What follows belongs to an exercise in optimizing a design on an open flow for small area and a short achievable clock period; a production flow would make more cautious choices. Where RTL was checked, it was by simulation tests only, not by an equivalence proof against the original.

==> v11 <==
## rf_multiport
module rf_multiport
#(
  parameter int DATA_W = rf_pkg::RF_DATA_W,
  parameter int ADDR_W = rf_pkg::RF_ADDR_W,
  parameter int NUM_RD = 2
) (
  input  logic                     clk,
  input  logic                     rst,
  input  logic [NUM_RD*ADDR_W-1:0] ra,
  output logic [NUM_RD*DATA_W-1:0] rd,
  output logic [NUM_RD-1:0]        rd_busy,
  input  logic                     we0,
  input  logic [ADDR_W-1:0]        wa0,
  input  logic [DATA_W-1:0]        wd0,
  input  logic                     we1,
  input  logic [ADDR_W-1:0]        wa1,
  input  logic [DATA_W-1:0]        wd1,
  input  logic                     iss_en,
  input  logic [ADDR_W-1:0]        iss_addr,
  output logic [ADDR_W:0]          busy_cnt
);
  localparam int NREG = 2**ADDR_W;
  logic [NREG-1:1] hit0, hit1, hiti;
  logic            iss_ok;
  assign iss_ok = iss_en && !rst && (iss_addr != '0);
  rf_dec #(.AW(ADDR_W)) u_d0 (.a(wa0), .en(we0 && !rst), .y(hit0));
  rf_dec #(.AW(ADDR_W)) u_d1 (.a(wa1), .en(we1 && !rst), .y(hit1));
  rf_dec #(.AW(ADDR_W)) u_di (.a(iss_addr), .en(iss_en && !rst), .y(hiti));
  logic [DATA_W-1:0] regs_n [1:NREG-1];
  logic [NREG-1:1]   s0, s1, sh;
  for (genvar r = 1; r < NREG; r++) begin : g_r
    rf_wctl u_c (
      .rst (rst), .h0 (hit0[r]), .h1 (hit1[r]),
      .s0  (s0[r]), .s1 (s1[r]), .sh (sh[r])
    );
    logic [DATA_W-1:0] nxt_n;
    for (genvar b = 0; b < DATA_W; b++) begin : g_b
      rf_wbit u_w (
        .s0 (s0[r]), .d0 (wd0[b]),
        .s1 (s1[r]), .d1 (wd1[b]),
        .sh (sh[r]), .q_n (regs_n[r][b]),
        .y_n (nxt_n[b])
      );
    end
    always_ff @(posedge clk) begin
      regs_n[r] <= nxt_n;
    end
  end
  ...
==> module rf_multiport, before the edit <==
module rf_multiport
#(
  parameter int DATA_W = rf_pkg::RF_DATA_W,
  parameter int ADDR_W = rf_pkg::RF_ADDR_W,
  parameter int NUM_RD = 2
) (
  input  logic                     clk,
  input  logic                     rst,
  input  logic [NUM_RD*ADDR_W-1:0] ra,
  output logic [NUM_RD*DATA_W-1:0] rd,
  output logic [NUM_RD-1:0]        rd_busy,
  input  logic                     we0,
  input  logic [ADDR_W-1:0]        wa0,
  input  logic [DATA_W-1:0]        wd0,
  input  logic                     we1,
  input  logic [ADDR_W-1:0]        wa1,
  input  logic [DATA_W-1:0]        wd1,
  input  logic                     iss_en,
  input  logic [ADDR_W-1:0]        iss_addr,
  output logic [ADDR_W:0]          busy_cnt
);
  localparam int NREG = 2**ADDR_W;
  logic [NREG-1:1] hit0, hit1, hiti;
  logic            iss_ok;
  assign iss_ok = iss_en && !rst && (iss_addr != '0);
  rf_dec #(.AW(ADDR_W)) u_d0 (.a(wa0), .en(we0 && !rst), .y(hit0));
  rf_dec #(.AW(ADDR_W)) u_d1 (.a(wa1), .en(we1 && !rst), .y(hit1));
  rf_dec #(.AW(ADDR_W)) u_di (.a(iss_addr), .en(iss_en && !rst), .y(hiti));
  logic [DATA_W-1:0] regs_n [1:NREG-1];
  logic [NREG-1:1]   s0, s1, sh;
  for (genvar r = 1; r < NREG; r++) begin : g_r
    rf_wctl u_c (
      .rst (rst), .h0 (hit0[r]), .h1 (hit1[r]),
      .s0  (s0[r]), .s1 (s1[r]), .sh (sh[r])
    );
    logic [DATA_W-1:0] nxt_n;
    for (genvar b = 0; b < DATA_W; b++) begin : g_b
      rf_wbit u_w (
        .s0 (s0[r]), .d0 (wd0[b]),
        .s1 (s1[r]), .d1 (wd1[b]),
        .sh (sh[r]), .q_n (regs_n[r][b]),
        .y_n (nxt_n[b])
      );
    end
    always_ff @(posedge clk) begin
      regs_n[r] <= nxt_n;
    end
  end
  logic [NREG-1:0] busy;
  rf_scoreboard #(
    .ADDR_W (ADDR_W)
  ) u_sb (
    .clk      (clk),
    .rst      (rst),
    .hiti     (hiti),
    .hit1     (hit1),
    .s0       (s0),
    .sh       (sh),
    .iss_ok   (iss_ok),
    .busy     (busy),
    .busy_cnt (busy_cnt)
  );
  for (genvar i = 0; i < NUM_RD; i++) begin : g_rd
    logic [ADDR_W-1:0] a;
    logic [NREG-1:1]   sel_n;
    assign a = ra[rf_pkg::rf_off(i, ADDR_W) +: ADDR_W];
    rf_decn #(.AW(ADDR_W)) u_dn (.a(a), .y_n(sel_n));
    for (genvar b = 0; b < DATA_W; b++) begin : g_b
      logic [NREG-1:1] col_n;
      for (genvar r = 1; r < NREG; r++) begin : g_c
        assign col_n[r] = regs_n[r][b];
      end
      rf_rbitn u_r (
        .sel_n (sel_n),
        .d_n   (col_n),
        .y     (rd[rf_pkg::rf_off(i, DATA_W) + b])
      );
    end
    rf_rbitn u_rb (
      .sel_n (sel_n),
      .d_n   (~busy[NREG-1:1]),
      .y     (rd_busy[i])
    );
  end
endmodule
make LEC_CHECK=0 CAP_MARGIN=20 CORE_MARGIN=2 CORE_UTILIZATION=55 CTS_CLUSTER_DIAMETER=100 CTS_CLUSTER_SIZE=30 SETUP_SLACK_MARGIN=3.0 SLEW_MARGIN=20 SYNTH_HIERARCHICAL=1 SYNTH_MINIMUM_KEEP_SIZE=0 finish   # period 7.0 ns
run.sh (not shown) runs the stock make flow with config.mk's settings and CLKGATE_MAP_FILE= SYNTH_SCRIPT=/design/flow/synth_recipe.tcl, a recipe that flattens the netlist after the stock synthesis.
==> v10: changes against v11 <==
--- a/flow/design.v
+++ b/flow/design.v
@@ -105,7 +105,16 @@
   );
+  localparam int RD_GRP = 8;
   for (genvar i = 0; i < NUM_RD; i++) begin : g_rd
     logic [ADDR_W-1:0] a;
-    logic [NREG-1:1]   sel_n;
+    logic [NREG-1:1]   sel_n [DATA_W/RD_GRP];
+    logic [3:0]        plo;
+    logic [7:0]        phi;
     assign a = ra[rf_pkg::rf_off(i, ADDR_W) +: ADDR_W];
-    rf_decn #(.AW(ADDR_W)) u_dn (.a(a), .y_n(sel_n));
+    rf_pdec #(.W(2)) u_plo (.a(a[1:0]), .y(plo));
+    rf_pdec #(.W(3)) u_phi (.a(a[4:2]), .y(phi));
+    for (genvar k = 0; k < DATA_W/RD_GRP; k++) begin : g_k
+      for (genvar r = 1; r < NREG; r++) begin : g_s
+        rf_nand2 u_s (.a(plo[r % 4]), .b(phi[r / 4]), .y(sel_n[k][r]));
+      end
+    end
     for (genvar b = 0; b < DATA_W; b++) begin : g_b
@@ -116,3 +125,3 @@
       rf_rbitn u_r (
-        .sel_n (sel_n),
+        .sel_n (sel_n[b/RD_GRP]),
         .d_n   (col_n),
@@ -122,3 +131,3 @@
     rf_rbitn u_rb (
-      .sel_n (sel_n),
+      .sel_n (sel_n[0]),
       .d_n   (~busy[NREG-1:1]),
@@ -171,2 +180,18 @@
 endmodule
+module rf_pdec #(
+  parameter int W = 2
+) (
+  input  logic [W-1:0]    a,
+  output logic [2**W-1:0] y
+);
+  for (genvar v = 0; v < 2**W; v++) begin : g_y
+    assign y[v] = (a == W'(v));
+  end
+endmodule
+module rf_nand2 (
+  input  logic a, b,
+  output logic y
+);
+  assign y = !(a & b);
+endmodule
 module rf_decn #(
--- a/flow/config.mk
+++ b/flow/config.mk
@@ -9,6 +9,7 @@
 export CORE_MARGIN = 2
-export CORE_UTILIZATION = 55
+export CORE_UTILIZATION = 40
 export CTS_CLUSTER_DIAMETER = 100
 export CTS_CLUSTER_SIZE = 30
-export SETUP_SLACK_MARGIN = 3.0
+export MIN_ROUTING_LAYER = met2
+export SETUP_SLACK_MARGIN = 2.2
 export SLEW_MARGIN = 20
==> summary.txt <==
- v11 stopped in global routing, error GRT-0116. v10 ended with an error in global routing on GRT-0232.
- Synthesized cell count: v11 is lower than v10 (about 3.5%).
- In v11 the area after synthesis is lower than in v10, by 1.4%.
No run of this note included a check of the RTL's function; only the layout flow was run.

========
==> inputs of 04-03 <==
==> flow/design.v <==
package rf_pkg;
  localparam int RF_DATA_W   = 32;
  localparam int RF_ADDR_W   = 5;
  localparam int RF_ZERO_REG = 0;
  function automatic int rf_off(input int i, input int w);
    rf_off = i * w;
  endfunction
endpackage
module rf_scoreboard
#(
  parameter int ADDR_W = rf_pkg::RF_ADDR_W
) (
  input  logic                   clk,
  input  logic                   rst,
  input  logic [2**ADDR_W-1:0]   hit0,
  input  logic [2**ADDR_W-1:0]   hit1,
  input  logic [2**ADDR_W-1:0]   hiti,
  output logic [2**ADDR_W-1:0]   busy,
  output logic [ADDR_W:0]        busy_cnt
);
  localparam int NREG = 2**ADDR_W;
  logic [NREG-1:1] bq, bn;
  assign busy = {bq, 1'b0};
  for (genvar r = 1; r < NREG; r++) begin : g_b
    assign bn[r] = hiti[r] || (bq[r] && !hit0[r] && !hit1[r]);
  end
  logic [NREG-1:1] set_t, clr0_t, clr1_t;
  logic            inc, dec0, dec1;
  logic [ADDR_W:0] cnt_nxt;
  for (genvar r = 1; r < NREG; r++) begin : g_t
    assign set_t[r]  = hiti[r] && !bq[r];
    assign clr0_t[r] = hit0[r] && bq[r] && !hiti[r];
    assign clr1_t[r] = hit1[r] && bq[r] && !hiti[r] && !hit0[r];
  end
  assign inc  = |set_t;
  assign dec0 = |clr0_t;
  assign dec1 = |clr1_t;
  assign cnt_nxt = busy_cnt + (ADDR_W+1)'(inc) - (ADDR_W+1)'(dec0)
                 - (ADDR_W+1)'(dec1);
  always_ff @(posedge clk) begin
    if (rst) begin
      bq       <= '0;
      busy_cnt <= '0;
    end else begin
      bq       <= bn;
      busy_cnt <= cnt_nxt;
    end
  end
endmodule
module rf_multiport
#(
  parameter int DATA_W = rf_pkg::RF_DATA_W,
  parameter int ADDR_W = rf_pkg::RF_ADDR_W,
  parameter int NUM_RD = 2
) (
  input  logic                     clk,
  input  logic                     rst,
  input  logic [NUM_RD*ADDR_W-1:0] ra,
  output logic [NUM_RD*DATA_W-1:0] rd,
  output logic [NUM_RD-1:0]        rd_busy,
  input  logic                     we0,
  input  logic [ADDR_W-1:0]        wa0,
  input  logic [DATA_W-1:0]        wd0,
  input  logic                     we1,
  input  logic [ADDR_W-1:0]        wa1,
  input  logic [DATA_W-1:0]        wd1,
  input  logic                     iss_en,
  input  logic [ADDR_W-1:0]        iss_addr,
  output logic [ADDR_W:0]          busy_cnt
);
  localparam int NREG = 2**ADDR_W;
  logic [NREG-1:0] hit0, hit1, hiti;
  assign hit0[0] = 1'b0;
  assign hit1[0] = 1'b0;
  assign hiti[0] = 1'b0;
  rf_dec #(.AW(ADDR_W)) u_d0 (.a(wa0), .en(we0 && !rst), .y(hit0[NREG-1:1]));
  rf_dec #(.AW(ADDR_W)) u_d1 (.a(wa1), .en(we1 && !rst), .y(hit1[NREG-1:1]));
  rf_dec #(.AW(ADDR_W)) u_di (.a(iss_addr), .en(iss_en), .y(hiti[NREG-1:1]));
  logic [NREG-1:0] busy;
  rf_scoreboard #(
    .ADDR_W (ADDR_W)
  ) u_sb (
    .clk      (clk),
    .rst      (rst),
    .hit0     (hit0),
    .hit1     (hit1),
    .hiti     (hiti),
    .busy     (busy),
    .busy_cnt (busy_cnt)
  );
  logic [DATA_W-1:0] regs [1:NREG-1];
  logic [NREG-1:1]   s0, s1, sh;
  for (genvar r = 1; r < NREG; r++) begin : g_r
    rf_wctl u_c (
      .rst (rst), .h0 (hit0[r]), .h1 (hit1[r]),
      .s0  (s0[r]), .s1 (s1[r]), .sh (sh[r])
    );
    logic [DATA_W-1:0] nxt;
    for (genvar b = 0; b < DATA_W; b++) begin : g_b
      rf_wbit u_w (
        .s0 (s0[r]), .d0 (wd0[b]),
        .s1 (s1[r]), .d1 (wd1[b]),
        .sh (sh[r]), .q  (regs[r][b]),
        .y  (nxt[b])
      );
    end
    always_ff @(posedge clk) begin
      regs[r] <= nxt;
    end
  end
  for (genvar i = 0; i < NUM_RD; i++) begin : g_rd
    logic [ADDR_W-1:0] a;
    logic [NREG-1:0]   sel;
    assign a = ra[rf_pkg::rf_off(i, ADDR_W) +: ADDR_W];
    assign sel[0] = 1'b0;
    rf_dec #(.AW(ADDR_W)) u_d (.a(a), .en(1'b1), .y(sel[NREG-1:1]));
    for (genvar b = 0; b < DATA_W; b++) begin : g_b
      logic [NREG-1:1] col;
      for (genvar r = 1; r < NREG; r++) begin : g_c
        assign col[r] = regs[r][b];
      end
      rf_rbit #(.N(NREG-1)) u_r (
        .sel (sel[NREG-1:1]),
        .d   (col),
        .y   (rd[rf_pkg::rf_off(i, DATA_W) + b])
      );
    end
    rf_rbit #(.N(NREG-1)) u_rb (
      .sel (sel[NREG-1:1]),
      .d   (busy[NREG-1:1]),
      .y   (rd_busy[i])
    );
  end
endmodule
module rf_wbit (
  input  logic s0, d0,
  input  logic s1, d1,
  input  logic sh, q,
  output logic y
);
  assign y = (s0 & d0) | (s1 & d1) | (sh & q);
endmodule
module rf_rbit #(
  parameter int N = 31
) (
  input  logic [N-1:0] sel,
  input  logic [N-1:0] d,
  output logic         y
);
  localparam int NG = N / 3;
  localparam int NR = N - 3*NG;
  logic [NG-1:0] n;
  for (genvar g = 0; g < NG; g++) begin : g_g
    rf_aoi3 u_a (.s(sel[3*g +: 3]), .d(d[3*g +: 3]), .y_n(n[g]));
  end
  rf_rcomb #(.NG(NG), .NR(NR)) u_c (
    .n (n),
    .s (sel[N-1 -: NR]),
    .d (d[N-1 -: NR]),
    .y (y)
  );
endmodule
module rf_aoi3 (
  input  logic [2:0] s,
  input  logic [2:0] d,
  output logic       y_n
);
  assign y_n = !((s[0] & d[0]) | (s[1] & d[1]) | (s[2] & d[2]));
endmodule
module rf_rcomb #(
  parameter int NG = 10,
  parameter int NR = 1
) (
  input  logic [NG-1:0] n,
  input  logic [NR-1:0] s,
  input  logic [NR-1:0] d,
  output logic          y
);
  assign y = !(&n) || |(s & d);
endmodule
module rf_dec #(
  parameter int AW = 5
) (
  input  logic [AW-1:0]    a,
  input  logic             en,
  output logic [2**AW-1:1] y
);
  for (genvar r = 1; r < 2**AW; r++) begin : g_y
    assign y[r] = en && (a == AW'(r));
  end
endmodule
module rf_wctl (
  input  logic rst,
  input  logic h0,
  input  logic h1,
  output logic s0,
  output logic s1,
  output logic sh
);
  assign s1 = h1;
  assign s0 = h0 && !h1;
  assign sh = !(h0 || h1 || rst);
endmodule
==> flow/run.sh <==
#!/bin/bash
# synth_recipe.tcl (not shown) runs the flow's synth.tcl, then flattens the netlist and writes it again
# the make line also repeats each setting of config.mk as NAME=value (left out here)
make -C /OpenROAD-flow-scripts/flow DESIGN_CONFIG=/design/flow/config.mk WORK_HOME=/design/flow/orfs CLKGATE_MAP_FILE= SYNTH_SCRIPT=/design/flow/synth_recipe.tcl finish
==> flow/config.mk <==
export PLATFORM = sky130hd
export DESIGN_NAME = rf_multiport
export DESIGN_NICKNAME = rf_multiport
export VERILOG_FILES = /design/flow/design.v
export SDC_FILE = /design/flow/constraint.sdc
export NUM_CORES = 4
export LEC_CHECK = 0
export CAP_MARGIN = 20
export CORE_MARGIN = 2
export CORE_UTILIZATION = 60
export CTS_CLUSTER_SIZE = 40
export SETUP_SLACK_MARGIN = 2.5
export SLEW_MARGIN = 20
export SYNTH_HIERARCHICAL = 1
export SYNTH_MINIMUM_KEEP_SIZE = 0
==> flow/constraint.sdc <==
create_clock -name core_clock -period 7.0 [get_ports {clk}]
set_input_delay 1.4000 -clock core_clock [delete_from_list [all_inputs] [get_ports {clk}]]
set_output_delay 1.4000 -clock core_clock [all_outputs]
set_load 0.01 [all_outputs]
==> 01-23: changes against 04-03 <==
==> flow/design.v, changed modules only <==
module rf_scoreboard
#(
  parameter int ADDR_W = rf_pkg::RF_ADDR_W
) (
  input  logic                   clk,
  input  logic                   rst,
  input  logic                   we0,
  input  logic [ADDR_W-1:0]      wa0,
  input  logic                   we1,
  input  logic [ADDR_W-1:0]      wa1,
  input  logic                   iss_en,
  input  logic [ADDR_W-1:0]      iss_addr,
  output logic [2**ADDR_W-1:0]   busy,
  output logic [ADDR_W:0]        busy_cnt
);
  localparam int NREG = 2**ADDR_W;
  logic [NREG-1:0] busy_nxt;
  logic [ADDR_W:0] cnt_nxt;
  always_comb begin
    busy_nxt = busy;
    if (we0) busy_nxt[wa0] = 1'b0;
    if (we1) busy_nxt[wa1] = 1'b0;
    if (iss_en) busy_nxt[iss_addr] = 1'b1;
    busy_nxt[rf_pkg::RF_ZERO_REG] = 1'b0;
    cnt_nxt = '0;
    for (int j = 0; j < NREG; j++)
      cnt_nxt = cnt_nxt + (ADDR_W+1)'(busy_nxt[j]);
  end
  always_ff @(posedge clk) begin
    if (rst) begin
      busy     <= '0;
      busy_cnt <= '0;
    end else begin
      busy     <= busy_nxt;
      busy_cnt <= cnt_nxt;
    end
  end
endmodule
module rf_multiport
#(
  parameter int DATA_W = rf_pkg::RF_DATA_W,
  parameter int ADDR_W = rf_pkg::RF_ADDR_W,
  parameter int NUM_RD = 2
) (
  input  logic                     clk,
  input  logic                     rst,
  input  logic [NUM_RD*ADDR_W-1:0] ra,
  output logic [NUM_RD*DATA_W-1:0] rd,
  output logic [NUM_RD-1:0]        rd_busy,
  input  logic                     we0,
  input  logic [ADDR_W-1:0]        wa0,
  input  logic [DATA_W-1:0]        wd0,
  input  logic                     we1,
  input  logic [ADDR_W-1:0]        wa1,
  input  logic [DATA_W-1:0]        wd1,
  input  logic                     iss_en,
  input  logic [ADDR_W-1:0]        iss_addr,
  output logic [ADDR_W:0]          busy_cnt
);
  localparam int NREG = 2**ADDR_W;
  localparam logic [ADDR_W-1:0] ZERO = ADDR_W'(rf_pkg::RF_ZERO_REG);
  logic [DATA_W-1:0] regs [NREG];
  logic [NREG-1:0]   busy;
  logic w0_ok;
  logic w1_ok;
  logic is_ok;
  assign w0_ok = we0 && (wa0 != ZERO);
  assign w1_ok = we1 && (wa1 != ZERO);
  assign is_ok = iss_en && (iss_addr != ZERO);
  rf_scoreboard #(
    .ADDR_W (ADDR_W)
  ) u_sb (
    .clk      (clk),
    .rst      (rst),
    .we0      (w0_ok),
    .wa0      (wa0),
    .we1      (w1_ok),
    .wa1      (wa1),
    .iss_en   (is_ok),
    .iss_addr (iss_addr),
    .busy     (busy),
    .busy_cnt (busy_cnt)
  );
  always_ff @(posedge clk) begin
    if (rst) begin
      for (int k = 0; k < NREG; k++)
        regs[k] <= '0;
    end else begin
      if (w0_ok) regs[wa0] <= wd0;
      if (w1_ok) regs[wa1] <= wd1;
    end
  end
  always_comb begin
    logic [ADDR_W-1:0] a;
    a       = '0;
    rd      = '0;
    rd_busy = '0;
    for (int i = 0; i < NUM_RD; i++) begin
      a = ra[rf_pkg::rf_off(i, ADDR_W) +: ADDR_W];
      rd[rf_pkg::rf_off(i, DATA_W) +: DATA_W] =
        (a == ZERO) ? '0 : regs[a];
      rd_busy[i] = busy[a];
    end
  end
endmodule
// module rf_wbit removed
// module rf_rbit removed
// module rf_aoi3 removed
// module rf_rcomb removed
// module rf_dec removed
// module rf_wctl removed
CORE_UTILIZATION = 40   (was 60)
CTS_CLUSTER_SIZE = default   (was 40)
SETUP_SLACK_MARGIN = default   (was 2.5)
SYNTH_HIERARCHICAL = default   (was 1)
SYNTH_MINIMUM_KEEP_SIZE = default   (was 0)
==> summary of the runs <==
01-23 produced a clean layout. 04-03 aborted during global routing. Of 04-03 and 01-23, 01-23 has the higher synthesized cell count (gap about 1.5%, measured against 01-23). In 04-03 the area after synthesis is lower than in 01-23, by 25%.
==> figures <==
metric	01-23	04-03
Outcome	no timing/DRC/antenna violations	did not finish
Last stage reached	-	global routing
Number of clock sinks	1060	1029
Resized cells post-CTS	26	709
Instance count of the mapped netlist	4584	4517
Number of warnings issued by yosys	2	10
Number of cells after detailed placement	6545	5912
DPL Wire Length	162700 um	142000 um
Synthesized area	61850 um2	46200 um2
DIE WIDTH	397.2 um	281.5 um
GP Congestion	0.9292	1.043
Buffers inserted during post-CTS setup optimization	9	248
Die height	397.2 um	281.5 um
Post-Place Worst Slack	-798.6 ps	703.8 ps
Post-synthesis average cell area	13.49 um2	10.23 um2
I/O pin count	166	166
Cell Area, Placed	67760 um2	51970 um2
Clock buffer count from CTS	116	105
Std-Cell Rows	144	101
Effective utilization at floorplan	40.20%	60.72%
Function not checked in 04-03: the RTL went through the layout flow alone.

==> port drivers added, routing unchanged <==
The flow's constraints put no driver on any port. The routed layout listed below was extracted and timed again, unchanged, in two steps.
Step 1 (the two cells are an assumption about what drives the block):
set clk [get_ports {clk}]
set_driving_cell -lib_cell sky130_fd_sc_hd__clkbuf_16 $clk
set_driving_cell -lib_cell sky130_fd_sc_hd__buf_2 [delete_from_list [all_inputs] $clk]
Step 2, shift: input delay + t, output delay - t, t = (earliest + latest rising clock arrival at the registers) / 2. This alone moves slack from input paths to output paths.
a / b / c = no drivers / after step 1 / after step 2; a / b = the first two.
run: 01-23
t (ns): 0.855
setup WS [ns]: 0.213 / 0.284 / -0.572
hold WS [ns]: 0.570 / 0.570 / 0.570
worst setup path at the end: input to register
cell pins on the clock port's net: 1
With both steps, setup timing fails in 01-23, where it was met with ideal ports. For 01-23, drivers alone change the setup slack by +0.071 ns; drivers and shift together by -0.785 ns.
